From an optimization exercise on the open Yosys and OpenROAD flow, aimed at small area and a short achievable clock period; shortcuts taken in it are not production practice.
No functional check of the RTL was part of any run shown here.

==> flow/design.v <==
package xgmii_rx_pkg;
    localparam logic [7:0] XGMII_START = 8'hFB;
    localparam logic [7:0] XGMII_TERM  = 8'hFD;
    localparam logic [7:0] XGMII_IDLE  = 8'h07;
    localparam int DATA_W = 64;
    localparam int LANES  = 8;
    typedef logic [13:0] frame_len_t;
    typedef enum logic [3:0] {
        RUNT,
        FRAGMENT,
        SZ_64,
        SZ_65_127,
        SZ_128_255,
        SZ_256_511,
        SZ_512_1023,
        SZ_1024_MAX,
        OVERSIZE,
        JABBER
    } size_class_t;
    localparam logic [31:0] CRC_PRESET = 32'hFFFF_FFFF;
    function automatic logic [31:0] crc_check_const(input logic [2:0] t);
        case (t)
            3'd0:    crc_check_const = 32'hDEBB201E;
            3'd1:    crc_check_const = 32'h00BE26ED;
            3'd2:    crc_check_const = 32'hBE26ED00;
            3'd3:    crc_check_const = 32'h2DFD1072;
            3'd4:    crc_check_const = 32'hFFFFFFFF;
            3'd5:    crc_check_const = 32'h62932081;
            3'd6:    crc_check_const = 32'h4E3D5E5C;
            default: crc_check_const = 32'h39DD08E2;
        endcase
    endfunction
endpackage
`timescale 1ns/100ps
module xgmii_frame_parser
(
    input  logic        clk,
    input  logic        inv_aresetn,
    input  logic [63:0] xgmii_data_i,
    input  logic [7:0]  xgmii_ctrl_i,
    output logic [63:0] word_o,
    output logic        word_start_o,
    output logic [2:0]  check_lane_o,
    input  logic        crc_match_i,
    output logic [63:0] axis_tdata_o,
    output logic [7:0]  axis_tkeep_o,
    output logic        axis_tvalid_o,
    output logic        axis_tlast_o,
    output logic        axis_tuser_o,
    output logic [10:0] words_o,
    output logic [2:0]  len_lo_o
);
    typedef enum logic [1:0] {
        ST_IDLE,
        ST_DATA,
        ST_TAIL
    } state_t;
    logic [63:0] data_mask;
    logic        is_sfd_lane;
    logic [7:0]  is_term;
    logic [2:0]  term_lane;
    logic        to_tail;
    always_comb begin
        for (int i = 0; i < xgmii_rx_pkg::LANES; i++) begin
            data_mask[8*i +: 8] = {8{(i == 0 || i == 4 || !xgmii_ctrl_i[i]) && (i >= 4 || !to_tail)}};
            is_term[i] = (xgmii_data_i[8*i +: 8] == xgmii_rx_pkg::XGMII_TERM);
        end
    end
    assign is_sfd_lane = (xgmii_data_i[7:0] == xgmii_rx_pkg::XGMII_START) && !inv_aresetn;
    always_comb begin
        term_lane = '0;
        for (int i = xgmii_rx_pkg::LANES - 1; i >= 0; i--) begin
            if (xgmii_ctrl_i[i]) begin
                term_lane = 3'(i);
            end
        end
    end
    logic [7:0]  w_ctrl8_q;
    logic [7:0]  w_is_term_q;
    logic [2:0]  w_lane_q;
    logic        w_start_lane_q;
    logic        w_start_q;
    logic [63:0] w_data_q;
    logic [63:0] hold_q;
    always_ff @(posedge clk) begin
        w_data_q    <= xgmii_data_i & data_mask;
        w_ctrl8_q   <= xgmii_ctrl_i;
        w_is_term_q <= is_term;
        w_lane_q    <= term_lane;
        w_start_lane_q <= is_sfd_lane;
        hold_q      <= w_data_q;
    end
    logic        w_ctrl_q;
    logic        w_term_ok_q;
    assign w_ctrl_q    = |w_ctrl8_q;
    assign w_start_q   = w_start_lane_q && (w_ctrl8_q == 8'h01);
    assign w_term_ok_q = w_is_term_q[w_lane_q] && ((w_ctrl8_q >> w_lane_q) == (8'hFF >> w_lane_q));
    assign word_o       = w_data_q;
    assign word_start_o = w_start_q;
    state_t      state_q;
    state_t      state_d;
    logic        held_vld_q;
    logic        held_vld_d;
    logic [2:0]  tail_lane_q;
    logic        tail_ok_q;
    logic [10:0] words_q;
    logic [10:0] words_d;
    logic [2:0]  len_lo_q;
    logic        cnt_inc_q;
    logic        cnt_first_q;
    logic        cnt_zero_q;
    logic        good;
    logic        tvalid_d;
    logic        tlast_d;
    logic [7:0]  tkeep_d;
    logic        tuser_d;
    logic [2:0]  len_lo_d;
    assign check_lane_o = (state_q == ST_TAIL) ? tail_lane_q : w_lane_q;
    assign good         = crc_match_i && ((state_q == ST_TAIL) ? tail_ok_q : w_term_ok_q);
    assign to_tail      = (state_d == ST_TAIL);
    assign words_o  = words_q;
    assign len_lo_o = len_lo_q;
    always_comb begin
        state_d    = state_q;
        held_vld_d = held_vld_q;
        tvalid_d   = 1'b0;
        tlast_d    = 1'b0;
        tkeep_d    = 8'hFF;
        tuser_d    = good;
        len_lo_d   = 3'd4;
        case (state_q)
            ST_IDLE: begin
                if (w_start_q) begin
                    state_d    = ST_DATA;
                    held_vld_d = 1'b0;
                end
            end
            ST_DATA: begin
                if (!w_ctrl_q) begin
                    tvalid_d   = held_vld_q;
                    held_vld_d = 1'b1;
                end else begin
                    held_vld_d = 1'b0;
                    state_d    = ST_IDLE;
                    tvalid_d   = held_vld_q;
                    if (!w_term_ok_q) begin
                        tlast_d = 1'b1;
                    end else if (w_lane_q < 3'd4) begin
                        tlast_d = 1'b1;
                        tkeep_d  = 8'hFF >> (3'd4 - w_lane_q);
                        len_lo_d = w_lane_q;
                    end else if (w_lane_q == 3'd4) begin
                        tlast_d = 1'b1;
                    end else begin
                        state_d = ST_TAIL;
                    end
                end
            end
            ST_TAIL: begin
                tvalid_d   = 1'b1;
                tlast_d    = 1'b1;
                tkeep_d    = 8'hFF >> (4'd12 - {1'b0, tail_lane_q});
                len_lo_d   = tail_lane_q;
                held_vld_d = 1'b0;
                state_d    = w_start_q ? ST_DATA : ST_IDLE;
            end
            default: begin
                state_d = ST_IDLE;
            end
        endcase
    end
    always_comb begin
        if (cnt_inc_q) begin
            words_d = cnt_first_q ? 11'd1 : words_q + 11'd1;
        end else if (cnt_zero_q) begin
            words_d = '0;
        end else begin
            words_d = words_q;
        end
    end
    always_ff @(posedge clk) begin
        axis_tdata_o <= hold_q;
        axis_tkeep_o <= tkeep_d;
        axis_tlast_o <= tlast_d;
        words_q      <= words_d;
        cnt_inc_q    <= (state_q == ST_DATA) && !w_ctrl_q;
        cnt_first_q  <= !held_vld_q;
        cnt_zero_q   <= (state_q == ST_DATA) && w_ctrl_q && !held_vld_q;
        tail_lane_q  <= w_lane_q;
        tail_ok_q    <= w_term_ok_q;
        axis_tuser_o <= tuser_d;
        if (tvalid_d && tlast_d) begin
            len_lo_q <= len_lo_d;
        end
        if (inv_aresetn) begin
            state_q       <= ST_IDLE;
            held_vld_q    <= 1'b0;
            axis_tvalid_o <= 1'b0;
        end else begin
            state_q       <= state_d;
            held_vld_q    <= held_vld_d;
            axis_tvalid_o <= tvalid_d;
        end
    end
endmodule
`timescale 1ns/100ps
module xgmii_crc_check
(
    input  logic        clk,
    input  logic [63:0] word_i,
    input  logic        word_start_i,
    input  logic [2:0]  check_lane_i,
    output logic        crc_match_o
);
    logic [31:0] crc_q;
    logic [31:0] x;
    logic [31:0] d_hi;
    logic [31:0] nxt_a;
    logic [31:0] nxt_b;
    logic [31:0] nxt;
    for (genvar i = 0; i < 32; i++) begin : g_x
        crc_xor2 u_x (.a(crc_q[i]), .b(word_i[i]), .y(x[i]));
    end
    assign d_hi = word_i[63:32];
    logic [380:0] t;
    crc_xor2 u_x0 (.a(x[3]), .b(x[13]), .y(t[0]));
    crc_xor2 u_x1 (.a(x[11]), .b(x[12]), .y(t[1]));
    crc_xor2 u_x2 (.a(d_hi[7]), .b(x[19]), .y(t[2]));
    crc_xor2 u_x3 (.a(d_hi[0]), .b(d_hi[22]), .y(t[3]));
    crc_xor2 u_x4 (.a(x[6]), .b(x[16]), .y(t[4]));
    crc_xor2 u_x5 (.a(x[4]), .b(x[9]), .y(t[5]));
    crc_xor2 u_x6 (.a(x[5]), .b(x[31]), .y(t[6]));
    crc_xor2 u_x7 (.a(d_hi[4]), .b(x[7]), .y(t[7]));
    crc_xor2 u_x8 (.a(d_hi[5]), .b(x[8]), .y(t[8]));
    crc_xor2 u_x9 (.a(d_hi[24]), .b(x[10]), .y(t[9]));
    crc_xor2 u_x10 (.a(d_hi[23]), .b(x[30]), .y(t[10]));
    crc_xor2 u_x11 (.a(d_hi[15]), .b(t[0]), .y(t[11]));
    crc_xor2 u_x12 (.a(d_hi[2]), .b(d_hi[26]), .y(t[12]));
    crc_xor2 u_x13 (.a(d_hi[3]), .b(d_hi[6]), .y(t[13]));
    crc_xor2 u_x14 (.a(d_hi[11]), .b(x[14]), .y(t[14]));
    crc_xor2 u_x15 (.a(d_hi[12]), .b(x[15]), .y(t[15]));
    crc_xor2 u_x16 (.a(d_hi[19]), .b(t[2]), .y(t[16]));
    crc_xor2 u_x17 (.a(d_hi[14]), .b(d_hi[30]), .y(t[17]));
    crc_xor2 u_x18 (.a(d_hi[16]), .b(d_hi[28]), .y(t[18]));
    crc_xor2 u_x19 (.a(d_hi[18]), .b(d_hi[25]), .y(t[19]));
    crc_xor2 u_x20 (.a(d_hi[13]), .b(d_hi[29]), .y(t[20]));
    crc_xor2 u_x21 (.a(d_hi[21]), .b(x[26]), .y(t[21]));
    crc_xor2 u_x22 (.a(x[1]), .b(x[21]), .y(t[22]));
    crc_xor2 u_x23 (.a(d_hi[27]), .b(x[22]), .y(t[23]));
    crc_xor2 u_x24 (.a(t[3]), .b(x[27]), .y(t[24]));
    crc_xor2 u_x25 (.a(d_hi[20]), .b(x[25]), .y(t[25]));
    crc_xor2 u_x26 (.a(d_hi[31]), .b(x[17]), .y(t[26]));
    crc_xor2 u_x27 (.a(x[0]), .b(x[2]), .y(t[27]));
    crc_xor2 u_x28 (.a(d_hi[8]), .b(x[20]), .y(t[28]));
    crc_xor2 u_x29 (.a(d_hi[9]), .b(t[1]), .y(t[29]));
    crc_xor2 u_x30 (.a(d_hi[1]), .b(d_hi[10]), .y(t[30]));
    crc_xor2 u_x31 (.a(d_hi[17]), .b(t[6]), .y(t[31]));
    crc_xor2 u_x32 (.a(t[5]), .b(t[10]), .y(t[32]));
    crc_xor2 u_x33 (.a(x[18]), .b(x[23]), .y(t[33]));
    crc_xor2 u_x34 (.a(x[28]), .b(x[29]), .y(t[34]));
    crc_xor2 u_x35 (.a(d_hi[31]), .b(t[8]), .y(t[35]));
    crc_xor2 u_x36 (.a(t[4]), .b(t[13]), .y(t[36]));
    crc_xor2 u_x37 (.a(t[7]), .b(t[17]), .y(t[37]));
    crc_xor2 u_x38 (.a(t[9]), .b(t[31]), .y(t[38]));
    crc_xor2 u_x39 (.a(t[12]), .b(x[24]), .y(t[39]));
    crc_xor2 u_x40 (.a(t[24]), .b(x[11]), .y(t[40]));
    crc_xor2 u_x41 (.a(d_hi[0]), .b(t[15]), .y(t[41]));
    crc_xor2 u_x42 (.a(d_hi[25]), .b(d_hi[29]), .y(t[42]));
    crc_xor2 u_x43 (.a(d_hi[2]), .b(x[5]), .y(t[43]));
    crc_xor2 u_x44 (.a(d_hi[3]), .b(x[23]), .y(t[44]));
    crc_xor2 u_x45 (.a(d_hi[30]), .b(x[8]), .y(t[45]));
    crc_xor2 u_x46 (.a(x[24]), .b(x[25]), .y(t[46]));
    crc_xor2 u_x47 (.a(x[18]), .b(x[29]), .y(t[47]));
    crc_xor2 u_x48 (.a(d_hi[9]), .b(t[14]), .y(t[48]));
    crc_xor2 u_x49 (.a(d_hi[27]), .b(t[28]), .y(t[49]));
    crc_xor2 u_x50 (.a(t[26]), .b(x[21]), .y(t[50]));
    crc_xor2 u_x51 (.a(t[25]), .b(t[34]), .y(t[51]));
    crc_xor2 u_x52 (.a(d_hi[6]), .b(t[33]), .y(t[52]));
    crc_xor2 u_x53 (.a(t[5]), .b(t[23]), .y(t[53]));
    crc_xor2 u_x54 (.a(d_hi[28]), .b(t[22]), .y(t[54]));
    crc_xor2 u_x55 (.a(t[18]), .b(t[32]), .y(t[55]));
    crc_xor2 u_x56 (.a(t[16]), .b(x[1]), .y(t[56]));
    crc_xor2 u_x57 (.a(t[11]), .b(x[16]), .y(t[57]));
    crc_xor2 u_x58 (.a(d_hi[11]), .b(d_hi[17]), .y(t[58]));
    crc_xor2 u_x59 (.a(d_hi[5]), .b(d_hi[7]), .y(t[59]));
    crc_xor2 u_x60 (.a(d_hi[3]), .b(x[4]), .y(t[60]));
    crc_xor2 u_x61 (.a(x[12]), .b(x[28]), .y(t[61]));
    crc_xor2 u_x62 (.a(d_hi[10]), .b(x[22]), .y(t[62]));
    crc_xor2 u_x63 (.a(d_hi[16]), .b(x[14]), .y(t[63]));
    crc_xor2 u_x64 (.a(d_hi[13]), .b(x[2]), .y(t[64]));
    crc_xor2 u_x65 (.a(d_hi[26]), .b(t[30]), .y(t[65]));
    crc_xor2 u_x66 (.a(d_hi[23]), .b(x[7]), .y(t[66]));
    crc_xor2 u_x67 (.a(x[5]), .b(x[30]), .y(t[67]));
    crc_xor2 u_x68 (.a(x[2]), .b(x[27]), .y(t[68]));
    crc_xor2 u_x69 (.a(t[3]), .b(x[10]), .y(t[69]));
    crc_xor2 u_x70 (.a(d_hi[1]), .b(x[15]), .y(t[70]));
    crc_xor2 u_x71 (.a(t[19]), .b(t[20]), .y(t[71]));
    crc_xor2 u_x72 (.a(x[12]), .b(x[13]), .y(t[72]));
    crc_xor2 u_x73 (.a(t[58]), .b(x[20]), .y(t[73]));
    crc_xor2 u_x74 (.a(t[61]), .b(x[31]), .y(t[74]));
    crc_xor2 u_x75 (.a(t[28]), .b(x[3]), .y(t[75]));
    crc_xor2 u_x76 (.a(t[8]), .b(t[14]), .y(t[76]));
    crc_xor2 u_x77 (.a(d_hi[2]), .b(t[27]), .y(t[77]));
    crc_xor2 u_x78 (.a(t[6]), .b(t[39]), .y(t[78]));
    crc_xor2 u_x79 (.a(d_hi[4]), .b(t[40]), .y(t[79]));
    crc_xor2 u_x80 (.a(t[36]), .b(t[54]), .y(t[80]));
    crc_xor2 u_x81 (.a(d_hi[15]), .b(t[35]), .y(t[81]));
    crc_xor2 u_x82 (.a(t[29]), .b(x[9]), .y(t[82]));
    crc_xor2 u_x83 (.a(t[21]), .b(t[50]), .y(t[83]));
    crc_xor2 u_x84 (.a(d_hi[7]), .b(d_hi[24]), .y(t[84]));
    crc_xor2 u_x85 (.a(d_hi[14]), .b(d_hi[18]), .y(t[85]));
    crc_xor2 u_x86 (.a(d_hi[18]), .b(x[30]), .y(t[86]));
    crc_xor2 u_x87 (.a(d_hi[23]), .b(x[28]), .y(t[87]));
    crc_xor2 u_x88 (.a(x[14]), .b(x[26]), .y(t[88]));
    crc_xor2 u_x89 (.a(t[12]), .b(t[30]), .y(t[89]));
    crc_xor2 u_x90 (.a(t[30]), .b(x[15]), .y(t[90]));
    crc_xor2 u_x91 (.a(t[19]), .b(x[0]), .y(t[91]));
    crc_xor2 u_x92 (.a(d_hi[14]), .b(x[7]), .y(t[92]));
    crc_xor2 u_x93 (.a(t[17]), .b(x[6]), .y(t[93]));
    crc_xor2 u_x94 (.a(d_hi[17]), .b(x[18]), .y(t[94]));
    crc_xor2 u_x95 (.a(x[0]), .b(x[4]), .y(t[95]));
    crc_xor2 u_x96 (.a(t[59]), .b(x[17]), .y(t[96]));
    crc_xor2 u_x97 (.a(t[18]), .b(t[20]), .y(t[97]));
    crc_xor2 u_x98 (.a(d_hi[8]), .b(x[24]), .y(t[98]));
    crc_xor2 u_x99 (.a(d_hi[12]), .b(t[19]), .y(t[99]));
    crc_xor2 u_x100 (.a(x[10]), .b(x[17]), .y(t[100]));
    crc_xor2 u_x101 (.a(t[23]), .b(x[16]), .y(t[101]));
    crc_xor2 u_x102 (.a(t[25]), .b(t[43]), .y(t[102]));
    crc_xor2 u_x103 (.a(t[46]), .b(x[3]), .y(t[103]));
    crc_xor2 u_x104 (.a(t[10]), .b(t[23]), .y(t[104]));
    crc_xor2 u_x105 (.a(t[4]), .b(x[24]), .y(t[105]));
    crc_xor2 u_x106 (.a(t[47]), .b(t[62]), .y(t[106]));
    crc_xor2 u_x107 (.a(t[92]), .b(x[19]), .y(t[107]));
    crc_xor2 u_x108 (.a(t[4]), .b(t[94]), .y(t[108]));
    crc_xor2 u_x109 (.a(t[1]), .b(t[71]), .y(t[109]));
    crc_xor2 u_x110 (.a(d_hi[24]), .b(t[0]), .y(t[110]));
    crc_xor2 u_x111 (.a(t[27]), .b(t[72]), .y(t[111]));
    crc_xor2 u_x112 (.a(t[7]), .b(t[22]), .y(t[112]));
    crc_xor2 u_x113 (.a(t[7]), .b(x[6]), .y(t[113]));
    crc_xor2 u_x114 (.a(t[15]), .b(x[26]), .y(t[114]));
    crc_xor2 u_x115 (.a(t[9]), .b(t[14]), .y(t[115]));
    crc_xor2 u_x116 (.a(d_hi[20]), .b(t[15]), .y(t[116]));
    crc_xor2 u_x117 (.a(d_hi[22]), .b(t[1]), .y(t[117]));
    crc_xor2 u_x118 (.a(t[24]), .b(t[46]), .y(t[118]));
    crc_xor2 u_x119 (.a(t[39]), .b(t[44]), .y(t[119]));
    crc_xor2 u_x120 (.a(t[21]), .b(t[69]), .y(t[120]));
    crc_xor2 u_x121 (.a(t[60]), .b(t[96]), .y(t[121]));
    crc_xor2 u_x122 (.a(t[63]), .b(x[13]), .y(t[122]));
    crc_xor2 u_x123 (.a(t[20]), .b(t[21]), .y(t[123]));
    crc_xor2 u_x124 (.a(t[66]), .b(t[89]), .y(t[124]));
    crc_xor2 u_x125 (.a(t[98]), .b(x[29]), .y(t[125]));
    crc_xor2 u_x126 (.a(d_hi[1]), .b(t[2]), .y(t[126]));
    crc_xor2 u_x127 (.a(d_hi[7]), .b(t[27]), .y(t[127]));
    crc_xor2 u_x128 (.a(d_hi[29]), .b(t[11]), .y(t[128]));
    crc_xor2 u_x129 (.a(t[37]), .b(t[53]), .y(t[129]));
    crc_xor2 u_x130 (.a(t[51]), .b(t[75]), .y(t[130]));
    crc_xor2 u_x131 (.a(t[41]), .b(t[102]), .y(t[131]));
    crc_xor2 u_x132 (.a(t[26]), .b(t[37]), .y(t[132]));
    crc_xor2 u_x133 (.a(t[45]), .b(t[101]), .y(t[133]));
    crc_xor2 u_x134 (.a(t[49]), .b(t[76]), .y(t[134]));
    crc_xor2 u_x135 (.a(t[65]), .b(t[113]), .y(t[135]));
    crc_xor2 u_x136 (.a(t[18]), .b(t[36]), .y(t[136]));
    crc_xor2 u_x137 (.a(d_hi[21]), .b(t[41]), .y(t[137]));
    crc_xor2 u_x138 (.a(t[16]), .b(t[26]), .y(t[138]));
    crc_xor2 u_x139 (.a(d_hi[6]), .b(t[48]), .y(t[139]));
    crc_xor2 u_x140 (.a(t[68]), .b(t[117]), .y(t[140]));
    crc_xor2 u_x141 (.a(d_hi[12]), .b(t[40]), .y(t[141]));
    crc_xor2 u_x142 (.a(t[29]), .b(t[49]), .y(t[142]));
    crc_xor2 u_x143 (.a(t[70]), .b(t[77]), .y(t[143]));
    crc_xor2 u_x144 (.a(t[2]), .b(t[53]), .y(t[144]));
    crc_xor2 u_x145 (.a(t[11]), .b(t[90]), .y(t[145]));
    crc_xor2 u_x146 (.a(t[37]), .b(t[123]), .y(t[146]));
    crc_xor2 u_x147 (.a(d_hi[25]), .b(t[35]), .y(t[147]));
    crc_xor2 u_x148 (.a(t[38]), .b(t[42]), .y(t[148]));
    crc_xor2 u_x149 (.a(t[57]), .b(t[132]), .y(t[149]));
    crc_xor2 u_x150 (.a(d_hi[22]), .b(t[56]), .y(t[150]));
    crc_xor2 u_x151 (.a(d_hi[28]), .b(t[83]), .y(t[151]));
    crc_xor2 u_x152 (.a(t[56]), .b(x[22]), .y(t[152]));
    crc_xor2 u_x153 (.a(t[80]), .b(t[137]), .y(t[153]));
    crc_xor2 u_x154 (.a(t[116]), .b(t[134]), .y(t[154]));
    crc_xor2 u_x155 (.a(t[38]), .b(t[87]), .y(t[155]));
    crc_xor2 u_x156 (.a(t[79]), .b(t[108]), .y(t[156]));
    crc_xor2 u_x157 (.a(t[97]), .b(t[131]), .y(t[157]));
    crc_xor2 u_x158 (.a(d_hi[20]), .b(t[12]), .y(t[158]));
    crc_xor2 u_x159 (.a(x[1]), .b(t[63]), .y(t[159]));
    crc_xor2 u_x160 (.a(t[100]), .b(t[158]), .y(t[160]));
    crc_xor2 u_x161 (.a(t[32]), .b(t[36]), .y(t[161]));
    crc_xor2 u_x162 (.a(t[75]), .b(t[126]), .y(t[162]));
    crc_xor2 u_x163 (.a(t[159]), .b(t[160]), .y(t[163]));
    crc_xor2 u_x164 (.a(t[79]), .b(t[161]), .y(t[164]));
    crc_xor2 u_x165 (.a(t[162]), .b(t[163]), .y(t[165]));
    crc_xor2 u_x166 (.a(d_hi[21]), .b(x[18]), .y(t[166]));
    crc_xor2 u_x167 (.a(x[21]), .b(t[7]), .y(t[167]));
    crc_xor2 u_x168 (.a(t[166]), .b(t[121]), .y(t[168]));
    crc_xor2 u_x169 (.a(t[167]), .b(t[142]), .y(t[169]));
    crc_xor2 u_x170 (.a(t[143]), .b(t[168]), .y(t[170]));
    crc_xor2 u_x171 (.a(t[155]), .b(t[169]), .y(t[171]));
    crc_xor2 u_x172 (.a(d_hi[4]), .b(d_hi[8]), .y(t[172]));
    crc_xor2 u_x173 (.a(t[3]), .b(x[19]), .y(t[173]));
    crc_xor2 u_x174 (.a(t[172]), .b(t[8]), .y(t[174]));
    crc_xor2 u_x175 (.a(t[43]), .b(t[91]), .y(t[175]));
    crc_xor2 u_x176 (.a(t[173]), .b(t[29]), .y(t[176]));
    crc_xor2 u_x177 (.a(t[106]), .b(t[110]), .y(t[177]));
    crc_xor2 u_x178 (.a(t[174]), .b(t[175]), .y(t[178]));
    crc_xor2 u_x179 (.a(t[80]), .b(t[176]), .y(t[179]));
    crc_xor2 u_x180 (.a(t[177]), .b(t[178]), .y(t[180]));
    crc_xor2 u_x181 (.a(d_hi[5]), .b(t[13]), .y(t[181]));
    crc_xor2 u_x182 (.a(t[42]), .b(x[17]), .y(t[182]));
    crc_xor2 u_x183 (.a(x[20]), .b(x[23]), .y(t[183]));
    crc_xor2 u_x184 (.a(t[181]), .b(t[182]), .y(t[184]));
    crc_xor2 u_x185 (.a(t[183]), .b(t[32]), .y(t[185]));
    crc_xor2 u_x186 (.a(t[48]), .b(t[111]), .y(t[186]));
    crc_xor2 u_x187 (.a(t[184]), .b(t[135]), .y(t[187]));
    crc_xor2 u_x188 (.a(t[185]), .b(t[186]), .y(t[188]));
    crc_xor2 u_x189 (.a(t[152]), .b(t[187]), .y(t[189]));
    crc_xor2 u_x190 (.a(d_hi[10]), .b(d_hi[30]), .y(t[190]));
    crc_xor2 u_x191 (.a(t[190]), .b(t[0]), .y(t[191]));
    crc_xor2 u_x192 (.a(t[9]), .b(t[52]), .y(t[192]));
    crc_xor2 u_x193 (.a(t[78]), .b(t[112]), .y(t[193]));
    crc_xor2 u_x194 (.a(t[127]), .b(t[191]), .y(t[194]));
    crc_xor2 u_x195 (.a(t[192]), .b(t[193]), .y(t[195]));
    crc_xor2 u_x196 (.a(t[194]), .b(t[154]), .y(t[196]));
    crc_xor2 u_x197 (.a(d_hi[8]), .b(x[11]), .y(t[197]));
    crc_xor2 u_x198 (.a(t[64]), .b(t[197]), .y(t[198]));
    crc_xor2 u_x199 (.a(t[48]), .b(t[103]), .y(t[199]));
    crc_xor2 u_x200 (.a(t[198]), .b(t[144]), .y(t[200]));
    crc_xor2 u_x201 (.a(t[147]), .b(t[199]), .y(t[201]));
    crc_xor2 u_x202 (.a(t[153]), .b(t[200]), .y(t[202]));
    crc_xor2 u_x203 (.a(x[1]), .b(x[6]), .y(t[203]));
    crc_xor2 u_x204 (.a(t[10]), .b(t[44]), .y(t[204]));
    crc_xor2 u_x205 (.a(t[62]), .b(t[68]), .y(t[205]));
    crc_xor2 u_x206 (.a(t[88]), .b(t[203]), .y(t[206]));
    crc_xor2 u_x207 (.a(t[29]), .b(t[107]), .y(t[207]));
    crc_xor2 u_x208 (.a(t[204]), .b(t[205]), .y(t[208]));
    crc_xor2 u_x209 (.a(t[206]), .b(t[207]), .y(t[209]));
    crc_xor2 u_x210 (.a(t[208]), .b(t[157]), .y(t[210]));
    crc_xor2 u_x211 (.a(d_hi[24]), .b(x[8]), .y(t[211]));
    crc_xor2 u_x212 (.a(x[27]), .b(t[27]), .y(t[212]));
    crc_xor2 u_x213 (.a(t[44]), .b(t[73]), .y(t[213]));
    crc_xor2 u_x214 (.a(t[211]), .b(t[74]), .y(t[214]));
    crc_xor2 u_x215 (.a(t[105]), .b(t[212]), .y(t[215]));
    crc_xor2 u_x216 (.a(t[213]), .b(t[145]), .y(t[216]));
    crc_xor2 u_x217 (.a(t[146]), .b(t[214]), .y(t[217]));
    crc_xor2 u_x218 (.a(t[215]), .b(t[216]), .y(t[218]));
    crc_xor2 u_x219 (.a(d_hi[2]), .b(d_hi[16]), .y(t[219]));
    crc_xor2 u_x220 (.a(t[219]), .b(t[5]), .y(t[220]));
    crc_xor2 u_x221 (.a(t[22]), .b(t[34]), .y(t[221]));
    crc_xor2 u_x222 (.a(t[99]), .b(t[76]), .y(t[222]));
    crc_xor2 u_x223 (.a(t[118]), .b(t[220]), .y(t[223]));
    crc_xor2 u_x224 (.a(t[221]), .b(t[222]), .y(t[224]));
    crc_xor2 u_x225 (.a(t[223]), .b(t[149]), .y(t[225]));
    crc_xor2 u_x226 (.a(t[43]), .b(t[64]), .y(t[226]));
    crc_xor2 u_x227 (.a(t[114]), .b(t[226]), .y(t[227]));
    crc_xor2 u_x228 (.a(t[81]), .b(t[130]), .y(t[228]));
    crc_xor2 u_x229 (.a(t[227]), .b(t[152]), .y(t[229]));
    crc_xor2 u_x230 (.a(t[156]), .b(t[228]), .y(t[230]));
    crc_xor2 u_x231 (.a(t[12]), .b(t[59]), .y(t[231]));
    crc_xor2 u_x232 (.a(t[85]), .b(x[14]), .y(t[232]));
    crc_xor2 u_x233 (.a(x[23]), .b(t[34]), .y(t[233]));
    crc_xor2 u_x234 (.a(t[64]), .b(t[231]), .y(t[234]));
    crc_xor2 u_x235 (.a(t[232]), .b(t[29]), .y(t[235]));
    crc_xor2 u_x236 (.a(t[112]), .b(t[120]), .y(t[236]));
    crc_xor2 u_x237 (.a(t[233]), .b(t[234]), .y(t[237]));
    crc_xor2 u_x238 (.a(t[235]), .b(t[236]), .y(t[238]));
    crc_xor2 u_x239 (.a(d_hi[14]), .b(d_hi[19]), .y(t[239]));
    crc_xor2 u_x240 (.a(t[13]), .b(t[239]), .y(t[240]));
    crc_xor2 u_x241 (.a(t[8]), .b(t[240]), .y(t[241]));
    crc_xor2 u_x242 (.a(t[104]), .b(t[125]), .y(t[242]));
    crc_xor2 u_x243 (.a(t[241]), .b(t[140]), .y(t[243]));
    crc_xor2 u_x244 (.a(t[145]), .b(t[242]), .y(t[244]));
    crc_xor2 u_x245 (.a(d_hi[2]), .b(d_hi[4]), .y(t[245]));
    crc_xor2 u_x246 (.a(t[84]), .b(x[23]), .y(t[246]));
    crc_xor2 u_x247 (.a(t[245]), .b(t[25]), .y(t[247]));
    crc_xor2 u_x248 (.a(t[246]), .b(t[74]), .y(t[248]));
    crc_xor2 u_x249 (.a(t[247]), .b(t[55]), .y(t[249]));
    crc_xor2 u_x250 (.a(t[57]), .b(t[139]), .y(t[250]));
    crc_xor2 u_x251 (.a(t[248]), .b(t[249]), .y(t[251]));
    crc_xor2 u_x252 (.a(d_hi[10]), .b(t[21]), .y(t[252]));
    crc_xor2 u_x253 (.a(t[41]), .b(t[121]), .y(t[253]));
    crc_xor2 u_x254 (.a(t[122]), .b(t[125]), .y(t[254]));
    crc_xor2 u_x255 (.a(t[252]), .b(t[253]), .y(t[255]));
    crc_xor2 u_x256 (.a(t[254]), .b(t[148]), .y(t[256]));
    crc_xor2 u_x257 (.a(d_hi[8]), .b(d_hi[13]), .y(t[257]));
    crc_xor2 u_x258 (.a(d_hi[26]), .b(d_hi[30]), .y(t[258]));
    crc_xor2 u_x259 (.a(t[19]), .b(x[25]), .y(t[259]));
    crc_xor2 u_x260 (.a(t[257]), .b(t[258]), .y(t[260]));
    crc_xor2 u_x261 (.a(t[67]), .b(t[70]), .y(t[261]));
    crc_xor2 u_x262 (.a(t[259]), .b(t[260]), .y(t[262]));
    crc_xor2 u_x263 (.a(t[261]), .b(t[262]), .y(t[263]));
    crc_xor2 u_x264 (.a(t[139]), .b(t[263]), .y(t[264]));
    crc_xor2 u_x265 (.a(d_hi[5]), .b(d_hi[9]), .y(t[265]));
    crc_xor2 u_x266 (.a(d_hi[27]), .b(t[85]), .y(t[266]));
    crc_xor2 u_x267 (.a(t[265]), .b(t[4]), .y(t[267]));
    crc_xor2 u_x268 (.a(t[266]), .b(t[74]), .y(t[268]));
    crc_xor2 u_x269 (.a(t[114]), .b(t[124]), .y(t[269]));
    crc_xor2 u_x270 (.a(t[267]), .b(t[138]), .y(t[270]));
    crc_xor2 u_x271 (.a(t[268]), .b(t[269]), .y(t[271]));
    crc_xor2 u_x272 (.a(d_hi[13]), .b(d_hi[27]), .y(t[272]));
    crc_xor2 u_x273 (.a(x[8]), .b(x[11]), .y(t[273]));
    crc_xor2 u_x274 (.a(t[272]), .b(t[47]), .y(t[274]));
    crc_xor2 u_x275 (.a(t[273]), .b(t[11]), .y(t[275]));
    crc_xor2 u_x276 (.a(t[115]), .b(t[274]), .y(t[276]));
    crc_xor2 u_x277 (.a(t[55]), .b(t[135]), .y(t[277]));
    crc_xor2 u_x278 (.a(t[275]), .b(t[276]), .y(t[278]));
    crc_xor2 u_x279 (.a(t[150]), .b(t[277]), .y(t[279]));
    crc_xor2 u_x280 (.a(t[1]), .b(t[77]), .y(t[280]));
    crc_xor2 u_x281 (.a(t[107]), .b(t[55]), .y(t[281]));
    crc_xor2 u_x282 (.a(t[280]), .b(t[148]), .y(t[282]));
    crc_xor2 u_x283 (.a(t[154]), .b(t[281]), .y(t[283]));
    crc_xor2 u_x284 (.a(d_hi[26]), .b(x[20]), .y(t[284]));
    crc_xor2 u_x285 (.a(t[45]), .b(t[71]), .y(t[285]));
    crc_xor2 u_x286 (.a(t[284]), .b(t[11]), .y(t[286]));
    crc_xor2 u_x287 (.a(t[285]), .b(t[38]), .y(t[287]));
    crc_xor2 u_x288 (.a(t[82]), .b(t[286]), .y(t[288]));
    crc_xor2 u_x289 (.a(t[153]), .b(t[287]), .y(t[289]));
    crc_xor2 u_x290 (.a(d_hi[19]), .b(t[4]), .y(t[290]));
    crc_xor2 u_x291 (.a(t[65]), .b(t[69]), .y(t[291]));
    crc_xor2 u_x292 (.a(t[50]), .b(t[109]), .y(t[292]));
    crc_xor2 u_x293 (.a(t[122]), .b(t[127]), .y(t[293]));
    crc_xor2 u_x294 (.a(t[290]), .b(t[291]), .y(t[294]));
    crc_xor2 u_x295 (.a(t[129]), .b(t[292]), .y(t[295]));
    crc_xor2 u_x296 (.a(t[293]), .b(t[294]), .y(t[296]));
    crc_xor2 u_x297 (.a(x[15]), .b(t[24]), .y(t[297]));
    crc_xor2 u_x298 (.a(t[33]), .b(t[67]), .y(t[298]));
    crc_xor2 u_x299 (.a(t[72]), .b(t[73]), .y(t[299]));
    crc_xor2 u_x300 (.a(t[16]), .b(t[297]), .y(t[300]));
    crc_xor2 u_x301 (.a(t[298]), .b(t[299]), .y(t[301]));
    crc_xor2 u_x302 (.a(t[81]), .b(t[129]), .y(t[302]));
    crc_xor2 u_x303 (.a(t[136]), .b(t[300]), .y(t[303]));
    crc_xor2 u_x304 (.a(t[301]), .b(t[302]), .y(t[304]));
    crc_xor2 u_x305 (.a(x[7]), .b(x[28]), .y(t[305]));
    crc_xor2 u_x306 (.a(t[86]), .b(t[95]), .y(t[306]));
    crc_xor2 u_x307 (.a(t[305]), .b(t[31]), .y(t[307]));
    crc_xor2 u_x308 (.a(t[35]), .b(t[54]), .y(t[308]));
    crc_xor2 u_x309 (.a(t[119]), .b(t[306]), .y(t[309]));
    crc_xor2 u_x310 (.a(t[128]), .b(t[141]), .y(t[310]));
    crc_xor2 u_x311 (.a(t[307]), .b(t[308]), .y(t[311]));
    crc_xor2 u_x312 (.a(t[309]), .b(t[310]), .y(t[312]));
    crc_xor2 u_x313 (.a(t[20]), .b(t[86]), .y(t[313]));
    crc_xor2 u_x314 (.a(t[100]), .b(t[16]), .y(t[314]));
    crc_xor2 u_x315 (.a(t[78]), .b(t[313]), .y(t[315]));
    crc_xor2 u_x316 (.a(t[130]), .b(t[133]), .y(t[316]));
    crc_xor2 u_x317 (.a(t[140]), .b(t[314]), .y(t[317]));
    crc_xor2 u_x318 (.a(t[315]), .b(t[316]), .y(t[318]));
    crc_xor2 u_x319 (.a(d_hi[0]), .b(d_hi[3]), .y(t[319]));
    crc_xor2 u_x320 (.a(d_hi[19]), .b(x[0]), .y(t[320]));
    crc_xor2 u_x321 (.a(x[31]), .b(t[319]), .y(t[321]));
    crc_xor2 u_x322 (.a(t[0]), .b(t[33]), .y(t[322]));
    crc_xor2 u_x323 (.a(t[93]), .b(t[320]), .y(t[323]));
    crc_xor2 u_x324 (.a(t[321]), .b(t[32]), .y(t[324]));
    crc_xor2 u_x325 (.a(t[51]), .b(t[322]), .y(t[325]));
    crc_xor2 u_x326 (.a(t[323]), .b(t[142]), .y(t[326]));
    crc_xor2 u_x327 (.a(t[324]), .b(t[325]), .y(t[327]));
    crc_xor2 u_x328 (.a(t[151]), .b(t[326]), .y(t[328]));
    crc_xor2 u_x329 (.a(t[84]), .b(t[28]), .y(t[329]));
    crc_xor2 u_x330 (.a(t[66]), .b(t[78]), .y(t[330]));
    crc_xor2 u_x331 (.a(t[106]), .b(t[329]), .y(t[331]));
    crc_xor2 u_x332 (.a(t[82]), .b(t[83]), .y(t[332]));
    crc_xor2 u_x333 (.a(t[128]), .b(t[136]), .y(t[333]));
    crc_xor2 u_x334 (.a(t[330]), .b(t[331]), .y(t[334]));
    crc_xor2 u_x335 (.a(t[332]), .b(t[333]), .y(t[335]));
    crc_xor2 u_x336 (.a(t[42]), .b(t[22]), .y(t[336]));
    crc_xor2 u_x337 (.a(t[25]), .b(t[73]), .y(t[337]));
    crc_xor2 u_x338 (.a(t[52]), .b(t[110]), .y(t[338]));
    crc_xor2 u_x339 (.a(t[124]), .b(t[336]), .y(t[339]));
    crc_xor2 u_x340 (.a(t[337]), .b(t[82]), .y(t[340]));
    crc_xor2 u_x341 (.a(t[133]), .b(t[338]), .y(t[341]));
    crc_xor2 u_x342 (.a(t[339]), .b(t[340]), .y(t[342]));
    crc_xor2 u_x343 (.a(d_hi[10]), .b(t[45]), .y(t[343]));
    crc_xor2 u_x344 (.a(t[99]), .b(t[111]), .y(t[344]));
    crc_xor2 u_x345 (.a(t[115]), .b(t[119]), .y(t[345]));
    crc_xor2 u_x346 (.a(t[343]), .b(t[144]), .y(t[346]));
    crc_xor2 u_x347 (.a(t[344]), .b(t[345]), .y(t[347]));
    crc_xor2 u_x348 (.a(t[151]), .b(t[346]), .y(t[348]));
    crc_xor2 u_x349 (.a(d_hi[1]), .b(d_hi[11]), .y(t[349]));
    crc_xor2 u_x350 (.a(d_hi[25]), .b(x[13]), .y(t[350]));
    crc_xor2 u_x351 (.a(t[349]), .b(t[95]), .y(t[351]));
    crc_xor2 u_x352 (.a(t[350]), .b(t[52]), .y(t[352]));
    crc_xor2 u_x353 (.a(t[104]), .b(t[105]), .y(t[353]));
    crc_xor2 u_x354 (.a(t[351]), .b(t[138]), .y(t[354]));
    crc_xor2 u_x355 (.a(t[352]), .b(t[353]), .y(t[355]));
    crc_xor2 u_x356 (.a(t[157]), .b(t[354]), .y(t[356]));
    crc_xor2 u_x357 (.a(t[52]), .b(t[103]), .y(t[357]));
    crc_xor2 u_x358 (.a(t[38]), .b(t[55]), .y(t[358]));
    crc_xor2 u_x359 (.a(t[141]), .b(t[146]), .y(t[359]));
    crc_xor2 u_x360 (.a(t[357]), .b(t[358]), .y(t[360]));
    crc_xor2 u_x361 (.a(x[4]), .b(x[26]), .y(t[361]));
    crc_xor2 u_x362 (.a(t[93]), .b(t[361]), .y(t[362]));
    crc_xor2 u_x363 (.a(t[109]), .b(t[118]), .y(t[363]));
    crc_xor2 u_x364 (.a(t[126]), .b(t[362]), .y(t[364]));
    crc_xor2 u_x365 (.a(t[81]), .b(t[363]), .y(t[365]));
    crc_xor2 u_x366 (.a(t[364]), .b(t[155]), .y(t[366]));
    crc_xor2 u_x367 (.a(x[12]), .b(t[9]), .y(t[367]));
    crc_xor2 u_x368 (.a(t[60]), .b(t[67]), .y(t[368]));
    crc_xor2 u_x369 (.a(t[88]), .b(t[91]), .y(t[369]));
    crc_xor2 u_x370 (.a(t[51]), .b(t[367]), .y(t[370]));
    crc_xor2 u_x371 (.a(t[368]), .b(t[369]), .y(t[371]));
    crc_xor2 u_x372 (.a(t[370]), .b(t[371]), .y(t[372]));
    crc_xor2 u_x373 (.a(t[149]), .b(t[150]), .y(t[373]));
    crc_xor2 u_x374 (.a(t[13]), .b(x[9]), .y(t[374]));
    crc_xor2 u_x375 (.a(t[6]), .b(t[47]), .y(t[375]));
    crc_xor2 u_x376 (.a(t[374]), .b(t[16]), .y(t[376]));
    crc_xor2 u_x377 (.a(t[120]), .b(t[375]), .y(t[377]));
    crc_xor2 u_x378 (.a(t[57]), .b(t[143]), .y(t[378]));
    crc_xor2 u_x379 (.a(t[147]), .b(t[376]), .y(t[379]));
    crc_xor2 u_x380 (.a(t[377]), .b(t[378]), .y(t[380]));
    assign nxt_a[0] = t[164];
    assign nxt_b[0] = t[165];
    assign nxt_a[1] = t[170];
    assign nxt_b[1] = t[171];
    assign nxt_a[2] = t[179];
    assign nxt_b[2] = t[180];
    assign nxt_a[3] = t[188];
    assign nxt_b[3] = t[189];
    assign nxt_a[4] = t[195];
    assign nxt_b[4] = t[196];
    assign nxt_a[5] = t[201];
    assign nxt_b[5] = t[202];
    assign nxt_a[6] = t[209];
    assign nxt_b[6] = t[210];
    assign nxt_a[7] = t[217];
    assign nxt_b[7] = t[218];
    assign nxt_a[8] = t[224];
    assign nxt_b[8] = t[225];
    assign nxt_a[9] = t[229];
    assign nxt_b[9] = t[230];
    assign nxt_a[10] = t[237];
    assign nxt_b[10] = t[238];
    assign nxt_a[11] = t[243];
    assign nxt_b[11] = t[244];
    assign nxt_a[12] = t[250];
    assign nxt_b[12] = t[251];
    assign nxt_a[13] = t[255];
    assign nxt_b[13] = t[256];
    assign nxt_a[14] = t[156];
    assign nxt_b[14] = t[264];
    assign nxt_a[15] = t[270];
    assign nxt_b[15] = t[271];
    assign nxt_a[16] = t[278];
    assign nxt_b[16] = t[279];
    assign nxt_a[17] = t[282];
    assign nxt_b[17] = t[283];
    assign nxt_a[18] = t[288];
    assign nxt_b[18] = t[289];
    assign nxt_a[19] = t[295];
    assign nxt_b[19] = t[296];
    assign nxt_a[20] = t[303];
    assign nxt_b[20] = t[304];
    assign nxt_a[21] = t[311];
    assign nxt_b[21] = t[312];
    assign nxt_a[22] = t[317];
    assign nxt_b[22] = t[318];
    assign nxt_a[23] = t[327];
    assign nxt_b[23] = t[328];
    assign nxt_a[24] = t[334];
    assign nxt_b[24] = t[335];
    assign nxt_a[25] = t[341];
    assign nxt_b[25] = t[342];
    assign nxt_a[26] = t[347];
    assign nxt_b[26] = t[348];
    assign nxt_a[27] = t[355];
    assign nxt_b[27] = t[356];
    assign nxt_a[28] = t[359];
    assign nxt_b[28] = t[360];
    assign nxt_a[29] = t[365];
    assign nxt_b[29] = t[366];
    assign nxt_a[30] = t[372];
    assign nxt_b[30] = t[373];
    assign nxt_a[31] = t[379];
    assign nxt_b[31] = t[380];
    assign nxt = nxt_a ^ nxt_b;
    assign crc_match_o = (x == xgmii_rx_pkg::crc_check_const(check_lane_i));
    always_ff @(posedge clk) begin
        if (word_start_i) begin
            crc_q <= xgmii_rx_pkg::CRC_PRESET;
        end else begin
            crc_q <= nxt;
        end
    end
endmodule
module crc_xor2
(
    input  logic a,
    input  logic b,
    output logic y
);
    assign y = a ^ b;
endmodule
`timescale 1ns/100ps
module rx_frame_stats
#(
    parameter int MAX_FRAME_LEN = 1518
) (
    input  logic        clk,
    input  logic        inv_aresetn,
    input  logic        tvalid_i,
    input  logic        tlast_i,
    input  logic        tuser_i,
    input  logic [10:0] words_i,
    input  logic [2:0]  len_lo_i,
    output logic        stat_valid_o,
    output logic        stat_crc_ok_o,
    output logic [13:0] stat_len_o,
    output logic [3:0]  stat_size_o,
    output logic [31:0] good_frames_o,
    output logic [31:0] bad_frames_o
);
    logic frame_end;
    xgmii_rx_pkg::frame_len_t frame_len;
    function automatic xgmii_rx_pkg::size_class_t classify(input xgmii_rx_pkg::frame_len_t len, input logic crc_ok);
        if (len < 14'd64) begin
            classify = crc_ok ? xgmii_rx_pkg::RUNT : xgmii_rx_pkg::FRAGMENT;
        end else if (len == 14'd64) begin
            classify = xgmii_rx_pkg::SZ_64;
        end else if (len < 14'd128) begin
            classify = xgmii_rx_pkg::SZ_65_127;
        end else if (len < 14'd256) begin
            classify = xgmii_rx_pkg::SZ_128_255;
        end else if (len < 14'd512) begin
            classify = xgmii_rx_pkg::SZ_256_511;
        end else if (len < 14'd1024) begin
            classify = xgmii_rx_pkg::SZ_512_1023;
        end else if (len <= 14'(MAX_FRAME_LEN)) begin
            classify = xgmii_rx_pkg::SZ_1024_MAX;
        end else begin
            classify = crc_ok ? xgmii_rx_pkg::OVERSIZE : xgmii_rx_pkg::JABBER;
        end
    endfunction
    assign frame_end  = tvalid_i && tlast_i;
    function automatic logic [31:0] inc_toggle(input logic [31:0] cnt, input logic en);
        logic [7:0] c;
        c[0] = en;
        for (int k = 1; k < 8; k++) begin
            c[k] = c[k-1] & (&cnt[4*(k-1) +: 4]);
        end
        for (int k = 0; k < 8; k++) begin
            inc_toggle[4*k] = c[k];
            for (int j = 1; j < 4; j++) begin
                inc_toggle[4*k+j] = inc_toggle[4*k+j-1] & cnt[4*k+j-1];
            end
        end
    endfunction
    assign frame_len     = {words_i, len_lo_i};
    assign stat_len_o    = frame_len;
    always_ff @(posedge clk) begin
        stat_crc_ok_o <= tuser_i;
        stat_size_o   <= classify(frame_len, tuser_i);
        if (inv_aresetn) begin
            stat_valid_o  <= 1'b0;
            good_frames_o <= '0;
            bad_frames_o  <= '0;
        end else begin
            stat_valid_o <= frame_end;
            good_frames_o <= good_frames_o ^ inc_toggle(good_frames_o, frame_end && tuser_i);
            bad_frames_o  <= bad_frames_o ^ inc_toggle(bad_frames_o, frame_end && !tuser_i);
        end
    end
endmodule
`timescale 1ns/100ps
module xgmii_rx_top
#(
    parameter int MAX_FRAME_LEN = 1518
) (
    input  logic        clk,
    input  logic        inv_aresetn,
    input  logic [63:0] xgmii_data_i,
    input  logic [7:0]  xgmii_ctrl_i,
    output logic [63:0] axis_tdata_o,
    output logic [7:0]  axis_tkeep_o,
    output logic        axis_tvalid_o,
    output logic        axis_tlast_o,
    output logic        axis_tuser_o,
    output logic        stat_valid_o,
    output logic        stat_crc_ok_o,
    output logic [13:0] stat_len_o,
    output logic [3:0]  stat_size_o,
    output logic [31:0] good_frames_o,
    output logic [31:0] bad_frames_o
);
    logic [63:0] word;
    logic        word_start;
    logic [2:0]  check_lane;
    logic        crc_match;
    logic [10:0] words;
    logic [2:0]  len_lo;
    xgmii_frame_parser u_parser (
        .clk           (clk),
        .inv_aresetn   (inv_aresetn),
        .xgmii_data_i  (xgmii_data_i),
        .xgmii_ctrl_i  (xgmii_ctrl_i),
        .word_o        (word),
        .word_start_o  (word_start),
        .check_lane_o  (check_lane),
        .crc_match_i   (crc_match),
        .axis_tdata_o  (axis_tdata_o),
        .axis_tkeep_o  (axis_tkeep_o),
        .axis_tvalid_o (axis_tvalid_o),
        .axis_tlast_o  (axis_tlast_o),
        .axis_tuser_o  (axis_tuser_o),
        .words_o       (words),
        .len_lo_o      (len_lo)
    );
    xgmii_crc_check u_crc_check (
        .clk          (clk),
        .word_i       (word),
        .word_start_i (word_start),
        .check_lane_i (check_lane),
        .crc_match_o  (crc_match)
    );
    rx_frame_stats #(
        .MAX_FRAME_LEN (MAX_FRAME_LEN)
    ) u_stats (
        .clk           (clk),
        .inv_aresetn   (inv_aresetn),
        .tvalid_i      (axis_tvalid_o),
        .tlast_i       (axis_tlast_o),
        .tuser_i       (axis_tuser_o),
        .words_i       (words),
        .len_lo_i      (len_lo),
        .stat_valid_o  (stat_valid_o),
        .stat_crc_ok_o (stat_crc_ok_o),
        .stat_len_o    (stat_len_o),
        .stat_size_o   (stat_size_o),
        .good_frames_o (good_frames_o),
        .bad_frames_o  (bad_frames_o)
    );
endmodule
==> flow/flow/run.sh <==
#!/bin/bash
# Standard layout (settings from config.mk via config.mk) plus the settings
# in flow/extra.mk: plain buf_1 port buffers instead of the default
# delay-cell buffers, and a larger setup margin for timing repair.
set -e
cp config.mk config_in.log
cat flow/extra.mk >> config.mk
bash standard.sh > standard.log 2>&1
==> flow/flow/extra.mk <==
export BUFFER_PORTS_ARGS = -buffer_cell sky130_fd_sc_hd__buf_1
export SETUP_SLACK_MARGIN = 7.25
==> flow/standard.sh <==
#!/bin/bash
# synth_recipe.tcl (not shown) runs the flow's synth.tcl, then flattens the netlist and writes it again
# the make line also repeats each setting of config.mk as NAME=value (left out here)
make -C /OpenROAD-flow-scripts/flow DESIGN_CONFIG=/design/flow/config.mk WORK_HOME=/design/flow/orfs CLKGATE_MAP_FILE= SYNTH_SCRIPT=/design/flow/synth_recipe.tcl "${@:-finish}"
==> flow/config.mk <==
export PLATFORM = sky130hd
export DESIGN_NAME = xgmii_rx_top
export DESIGN_NICKNAME = xgmii_rx_top
export VERILOG_FILES = /design/flow/design.v
export SDC_FILE = /design/flow/constraint.sdc
export NUM_CORES = 4
export LEC_CHECK = 0
export CAP_MARGIN = 20
export CORE_MARGIN = 2
export CORE_UTILIZATION = 55
export CTS_CLUSTER_DIAMETER = 90
export CTS_CLUSTER_SIZE = 35
export SLEW_MARGIN = 20
export SYNTH_HIERARCHICAL = 1
export BUFFER_PORTS_ARGS = -buffer_cell sky130_fd_sc_hd__buf_1
export SETUP_SLACK_MARGIN = 7.25
==> flow/constraint.sdc <==
create_clock -name core_clock -period 10.5 [get_ports {clk}]
set_input_delay 2.1000 -clock core_clock [delete_from_list [all_inputs] [get_ports {clk}]]
set_output_delay 2.1000 -clock core_clock [all_outputs]
set_load 0.01 [all_outputs]
==> results.txt, run 1 <==
- Hpwl dp: about 31,000 um
- Post-route cell area: about 18,000 sq um
- Post-synth EDFFs: 14
- Maxcap violations: 0
- TritonRoute pass-1 iters: 5
- Vias in the first global route: 10.5k
- DRT iter0 DRCs: 826
- Filler cells: about 2.4k
- Mean routed wirelength per cell: 19.3 um
- Number of antenna violations at the first check in global routing: 0
- Tot GR Track Use: 0.262
- CP arrival: about 3.7 ns
- Worst slack at placement: between 7 and 8 ns
- Syn_area_per_cell: roughly 11 sq um
- Congestion Overflow GR: 0
- Worst hold path startpoint: u_parser.hold_q[60]$_DFF_P_
- Post-route clock skew: 0.0308 ns
- Critical path type: reg2reg
- Min-delay worst type: reg2reg
- Most common cell after layout, fill and taps aside: xor2_1
- Die width: ~170 um
- Fin crit share: 0.309
- CTS tree: yes
- Top FF cell, synth: dfxtp_1
- Area grow syn2layout: 12.4%
- Via-to-Cell Ratio: 5.22
- Reg2reg start: u_parser.w_lane_q[1]$_SDFF_PP0_
- Setup tns final: 0 ns
- Clock buffer depth: 3
- Largest net degree at the start of global routing: 71
- Least-Margin Pin Slew: 1.12 ns
- Die area: 29,800 sq um
- Final setup viols: 0
- Yosys warns: 9
- F_max: 308 MHz
- Period minus WS final: 3.24 ns
- Cell row count: 61
- Final Max Tran Viols: 0
- DRC: 0
- Netlist cell types: 81
- Relative slew slack: 0.252
- Multi-input gate area: roughly 8200 sq um
- Worst Setup End Kind: flop
- Final ANT Viol Nets: 0
- Final Hold Viols: 0
- PnR worst setup slack: around 7.3 ns
- CP startpoint: u_parser.w_lane_q[1]$_SDFF_PP0_
- # hold bufs at CTS: 0
- Synthesized area: about 16,000 sq um
- Root buffer cell: clkbuf_16
- Buffers on Ports: 232
- Mapped Cells: 1,464
- GP Congestion: 0.994
- Core area: about 28,000 sq um
- Commonest cells after routing, fill and taps aside: xor2_1, dfxtp_1, buf_1
- Dpl cell area: 17,000 sq um
- Clock latency (worst-skew pair): between 0.5 and 0.6 ns
- H-tree levels: 1
- Yosys reg bits: 349
- CTS Buf Count: 14
- Data required, critical path: around 11 ns
- Worst Path Max Fanout: 33
- Clock Sink Count: 349
- Post-synthesis sequential area ratio: 0.455
- Status: no timing/DRC/antenna violations
- First-pass GRT wire length: 60,900 um
- Sequential cell area: 7130 sq um
- Routed wire length: 40,500 um
- Fin nets: 1,847
- Vias: 10.9k
- Synth async-reset ratio: 0
- Layout cells sized above 1: 0.0671
- Syn_nets: 1,601
- CTS clk-pin slew, worst paths: 0.12 ns
- Starting density of the core: 0.561
- Worst Setup Start Kind: flop
- Inserted Diodes: 0
- I/O pin count: 233
- RSZ-0062 raised after global routing: yes
- Die Y: 173 um
==> state kept, by name (all words and copies together), names as in the netlist, 2 cells and up <==
name,flops
u_crc_check.crc_q,32
u_parser.axis_tdata_o,64
u_parser.axis_tkeep_o,8
u_parser.hold_q,64
u_parser.len_lo_q,3
u_parser.state_q,2
u_parser.tail_lane_q,3
u_parser.w_ctrl8_q,8
u_parser.w_data_q,64
u_parser.w_is_term_q,8
u_parser.w_lane_q,3
u_parser.words_q,11
u_stats.bad_frames_o,32
u_stats.good_frames_o,32
u_stats.stat_size_o,4
==> kinds of logic (layout without fill, tap and decap cells) <==
family | after synthesis | after routing | share of synthesized area
and+or+nand+nor | 372 | 372 | 0.143
muxes | 15 | 15 | 0.0125
buffers and inverters | 78 | 329 | 0.0252
adders and majority gates | 65 | 65 | 0.0517
AOI/OAI and AO/OA | 110 | 110 | 0.0466
xor gates and xnor gates | 475 | 475 | 0.266
DFF | 349 | 349 | 0.455
==> cell usage after synthesis, types with 5 or more instances <==
| cell | n | area [sq um] |
|---|---|---|
| xor2_1 | 422 | 3700 |
| dfxtp_1 | 335 | 6710 |
| nor2b_1 | 84 | 526 |
| ha_1 | 63 | 788 |
| nor2_1 | 58 | 218 |
| xnor2_1 | 53 | 464 |
| nand2_1 | 46 | 173 |
| nand2b_1 | 37 | 231 |
| inv_1 | 29 | 109 |
| nand4_1 | 29 | 181 |
| o21ai_0 | 27 | 135 |
| nor3b_1 | 26 | 195 |
| a21oi_1 | 25 | 125 |
| clkbuf_1 | 18 | 67.6 |
| buf_4 | 16 | 120 |
| nor3_1 | 15 | 75.1 |
| edfxtp_1 | 14 | 420 |
| nand3_1 | 14 | 70.1 |
| mux2i_1 | 11 | 110 |
| buf_2 | 8 | 40.0 |
| nand4b_1 | 8 | 70.1 |
| and3_1 | 7 | 43.8 |
| or4_1 | 5 | 37.5 |
==> routing by layer <==
| layer | share of wire | wire length (um) | vias up | global-route usage |
|---|---|---|---|---|
| li1 | - | - | 5309 | - |
| met1 | 0.43 | 17600 | 5110 | 0.345 |
| met2 | 0.46 | 18700 | 394 | 0.435 |
| met3 | 0.054 | 2180 | 106 | 0.0303 |
| met4 | 0.051 | 2050 | 0 | 0.119 |
| met5 | 0 | 0 | - | 0 |
==> final timing paths <==
check / end / slack, ns / cells past startpoint
worst max-delay path: u_parser.axis_tuser_o$_DFF_P_ / 7.26 / 9
worst min-delay path: u_parser.axis_tdata_o[60]$_DFF_P_ / 0.34 / 0
worst max register to register: u_parser.axis_tuser_o$_DFF_P_ / 7.26 / 9
worst min register to register: u_parser.axis_tdata_o[60]$_DFF_P_ / 0.34 / 0
==> metrics by stage <==
step	util	std cells	hold slack, ns
finish	0.630	2093	0.335
global route	0.630	2093	0.339
CTS	0.628	2092	0.336
detailed placement	0.608	2058	0.312
global placement	0.608	2058	0.310
floorplan	-	1464	0.310
==> Yosys stat by module (local to each module, per instance), a selection <==
module / flip-flops and latches / copies in the design
xgmii_frame_parser: 247 / 1
xgmii_crc_check: 32 / 1
crc_xor2: 0 / 413
==> layout make-up <==
cell class                 instances  share of cell area
multi-input combinational       1037               0.466
sequential                       349               0.405
timing repair buffer             277              0.0692
tap                              378              0.0269
clock buffer                      18              0.0220
inverter                          31             0.00675
clock inverter                     3             0.00370
==> worst max-delay path: stages (launching register included) <==
cell	delay, ns
dfxtp_1	0.71
inv_1	0.27
o21ai_2	0.20
buf_4	0.35
nand2b_1	0.13
o32ai_1	0.30
a21oi_1	0.14
or4_1	0.55
nor4_2	0.33
o311a_1	0.21
==> what timing repair did <==
item                                    4_1_cts  5_1_grt
endpoints found under the setup margin       21       19
gates resized for setup                       6       12
buffers inserted                             13        1
==> inputs of run 2 (changes only) <==
--- a/flow/config.mk
+++ b/flow/config.mk
@@ -8,8 +8,8 @@
 export CAP_MARGIN = 20
 export CORE_MARGIN = 2
 export CORE_UTILIZATION = 55
-export CTS_CLUSTER_DIAMETER = 90
-export CTS_CLUSTER_SIZE = 35
+export CTS_CLUSTER_DIAMETER = 120
+export CTS_CLUSTER_SIZE = 25
 export SLEW_MARGIN = 20
 export SYNTH_HIERARCHICAL = 1
 export BUFFER_PORTS_ARGS = -buffer_cell sky130_fd_sc_hd__buf_1
==> results.txt, run 2 <==
- Most common cell after layout, fill and taps aside: xor2_1
- H-tree levels: 1
- Worst hold path startpoint: u_parser.hold_q[21]$_DFF_P_
- Data required, critical path: ~11 ns
- Final setup viols: 0
- Fin nets: 1,849
- Clock buffer depth: 3
- Period minus WS final: 3.23 ns
- CTS tree: yes
- Syn_area_per_cell: ~11 sq um
- RSZ-0062 raised after global routing: yes
- Worst reg-to-reg setup slack: 7.27 ns
- Layout cells sized above 1: 0.0636
- Least-Margin Pin Slew: 1.10 ns
- Worst Setup End Kind: flop
- Most frequent cells after synthesis: xor2_1, dfxtp_1, nor2b_1
- Yosys reg bits: 349
- Post-synth EDFFs: 14
- Starting density of the core: 0.561
- Buffers on Ports: 232
- Area grow syn2layout: 12.2%
- Worst Setup Start Kind: flop
- Clock latency (worst-skew pair): 0.52 ns
- Vias in the first global route: 10.5k
- CP max-delay cell: dfxtp_1
- Cell row count: 61
- Hpwl dp: 31,400 um
- Fin crit share: 0.307
- Min-delay worst type: reg2reg
- Tot GR Track Use: 0.263
- Yosys warns: 9
- TritonRoute pass-1 iters: 6
- Worst Path Max Fanout: 33
- Biggest regs: u_parser.axis_tdata_o x64, u_parser.hold_q x64, u_parser.w_data_q x64
- First-pass GRT wire length: 61,000 um
- Crit-path cells: inv_1 > o21ai_2 > buf_4 > nand2b_1 > o32ai_1 > a21oi_1 > or4_1 > nor4_2 > o311a_1
- Number of antenna violations at the first check in global routing: 0
- Reg2reg start: u_parser.w_lane_q[1]$_SDFF_PP0_
- GP Congestion: 0.994
- Largest net degree at the start of global routing: slightly above 70
- Inserted Diodes: 0
- Via-to-Cell Ratio: between 5 and 6
- Final Hold Viols: 0
- Synth area leaders: dfxtp_1, xor2_1, ha_1
- Final ANT Viol Nets: 0
- Setup tns final: 0 ns
- Synth async-reset ratio: 0
- Critical path type: reg2reg
- Relative slew slack: 0.262
- Congestion Overflow GR: 0
- Netlist cell types: 81
- Commonest cells after routing, fill and taps aside: xor2_1, dfxtp_1, buf_1
- Syn_nets: 1,601
- Die area: approximately 30,000 sq um
- Routed wire length: around 40,000 um
- Maxcap violations: 0
- Worst Hold Path Cells: 0
- Reg-to-reg endpoint: u_parser.axis_tuser_o$_DFF_P_
- Most frequent cell after synthesis: xor2_1
- Post-synthesis sequential area ratio: 0.455
- Mean routed wirelength per cell: 19.4 um
- FF-to-FF path depth: 9
- Die Y: between 150 and 200 um
- CP arrival: 3.69 ns
- Post-route clock skew: 0.0310 ns
- Post-route cell area: around 18,000 sq um
- Final Max Tran Viols: 0
- Die width: 173 um
- CP startpoint: u_parser.w_lane_q[1]$_SDFF_PP0_
- Mapped Cells: about 1.5k
- F_max: 310 MHz
- Top FF cell, synth: dfxtp_1
- CTS clk-pin slew, worst paths: 0.10 ns
- Core area: 27,900 sq um
- DRC: 0
- Dpl cell area: 17,000 sq um
- Top cell type's share of synthesized area: 0.428
- Synthesized area: 15,700 sq um
- Max incr delay on CP: 0.69 ns
- Hold EP: u_parser.axis_tdata_o[21]$_DFF_P_
- Clock Sink Count: roughly 350
- Vias: around 11k
- Post-synth top area cell: dfxtp_1
- Min Hold Slack: 0.330 ns
- Root buffer cell: clkbuf_16
- I/O pin count: between 200 and 250
- Filler cells: 2,414
- CTS Buf Count: 17
- DRT iter0 DRCs: 860
- Status: no timing/DRC/antenna violations
[run 2: cells by family (layout without fill, tap and decap cells)]
group,after synthesis,after routing,synth area share
xor gates and xnor gates,475,475,0.266
buffers and inverters,78,327,0.0252
AOI/OAI and AO/OA,110,110,0.0466
muxes,15,15,0.0125
DFF,349,349,0.455
adders and majority gates,65,65,0.0517
and+or+nand+nor,372,372,0.143
[run 2: metal layers]
layer | share of wire | track usage | up-vias | wire (um)
met5 | 0 | 0 | - | 0
met4 | 0.053 | 0.117 | 0 | 2130
met3 | 0.055 | 0.0328 | 105 | 2230
met2 | 0.46 | 0.439 | 391 | 18700
met1 | 0.43 | 0.344 | 5051 | 17400
li1 | - | - | 5323 | -
[run 2: stage by stage]
step	utilization	setup WS, ns	instances
3_3_place_gp	0.608	7.26	2058
6_report	0.629	7.27	2091
5_1_grt	0.629	7.17	2091
3_5_place_dp	0.608	7.17	2058
2_1_floorplan	-	7.66	1464
4_1_cts	0.627	7.26	2087
[run 2: Yosys stat by module (local to each module, per instance), a selection]
module,cells,flip-flops and latches,cell area [sq um]
crc_xor2,1,0,8.76
xgmii_crc_check,244,32,2060
xgmii_frame_parser,528,247,6920
[run 2: worst max-delay path by stage]
stage / endpoint / slack (ns) / depth (start not counted)
after floorplan: u_parser.axis_tuser_o$_DFF_P_ / 7.66 / 12
after global placement: u_parser.w_lane_q[0]$_SDFF_PP0_ / 7.26 / 6
after detailed placement: u_crc_check.crc_q[24]$_SDFF_PP1_ / 7.17 / 8
after CTS: stat_len_o[11] / 7.26 / 1
after global routing: u_parser.axis_tuser_o$_DFF_P_ / 7.17 / 9
final: u_parser.axis_tuser_o$_DFF_P_ / 7.27 / 9
[run 2: repair_timing]
action	in CTS	in global routing
endpoints found under the hold margin	0	0
gates resized for setup	6	8
hold buffers	0	0
buffers inserted	9	4
setup endpoints to repair	17	15
[run 2: area by class of cell]
cell class	instances	area, sq um	share of cell area
repair buffers	276	1210	0.0687
inverters	31	119	0.00676
clock buffers	20	437	0.0248
well taps	378	473	0.0269
flip-flops and latches	349	7130	0.406
multi-input cells	1037	8210	0.467
[run 2: worst max-delay path, delay by kind of cell (launching register included)]
family | cells | cell delay (ns)
compound gates | 4 | 0.85
flops | 1 | 0.69
simple gates | 3 | 1.01
buf+inv | 2 | 0.62

port drivers added, routing unchanged:
In the flow no input, the clock included, has a driving cell. The finished layouts below were timed again as built, in two steps. Step 1 assumes that a clkbuf_16 drives the clock port and a buf_2 every other input. Step 2 moves the port delays by t, midway between the first and last clock arrival at a register: inputs arrive t later, outputs are due t later. That takes back most of the time a late clock gives input paths. a / b / c = ideal / step 1 / step 2; a / b = the first two.
| run | t (ns) | setup slack, ns | cell pins on the clock port's net |
|---|---|---|---|
| run 1 | 0.554 | 7.255 / 7.210 / 7.242 | 1 |
| run 2 | 0.554 | 7.274 / 7.242 / 7.214 | 1 |
After both steps every run listed still meets setup and hold. For run 2, which loses most, drivers alone change the setup slack by -0.032 ns; drivers and shift together by -0.060 ns.
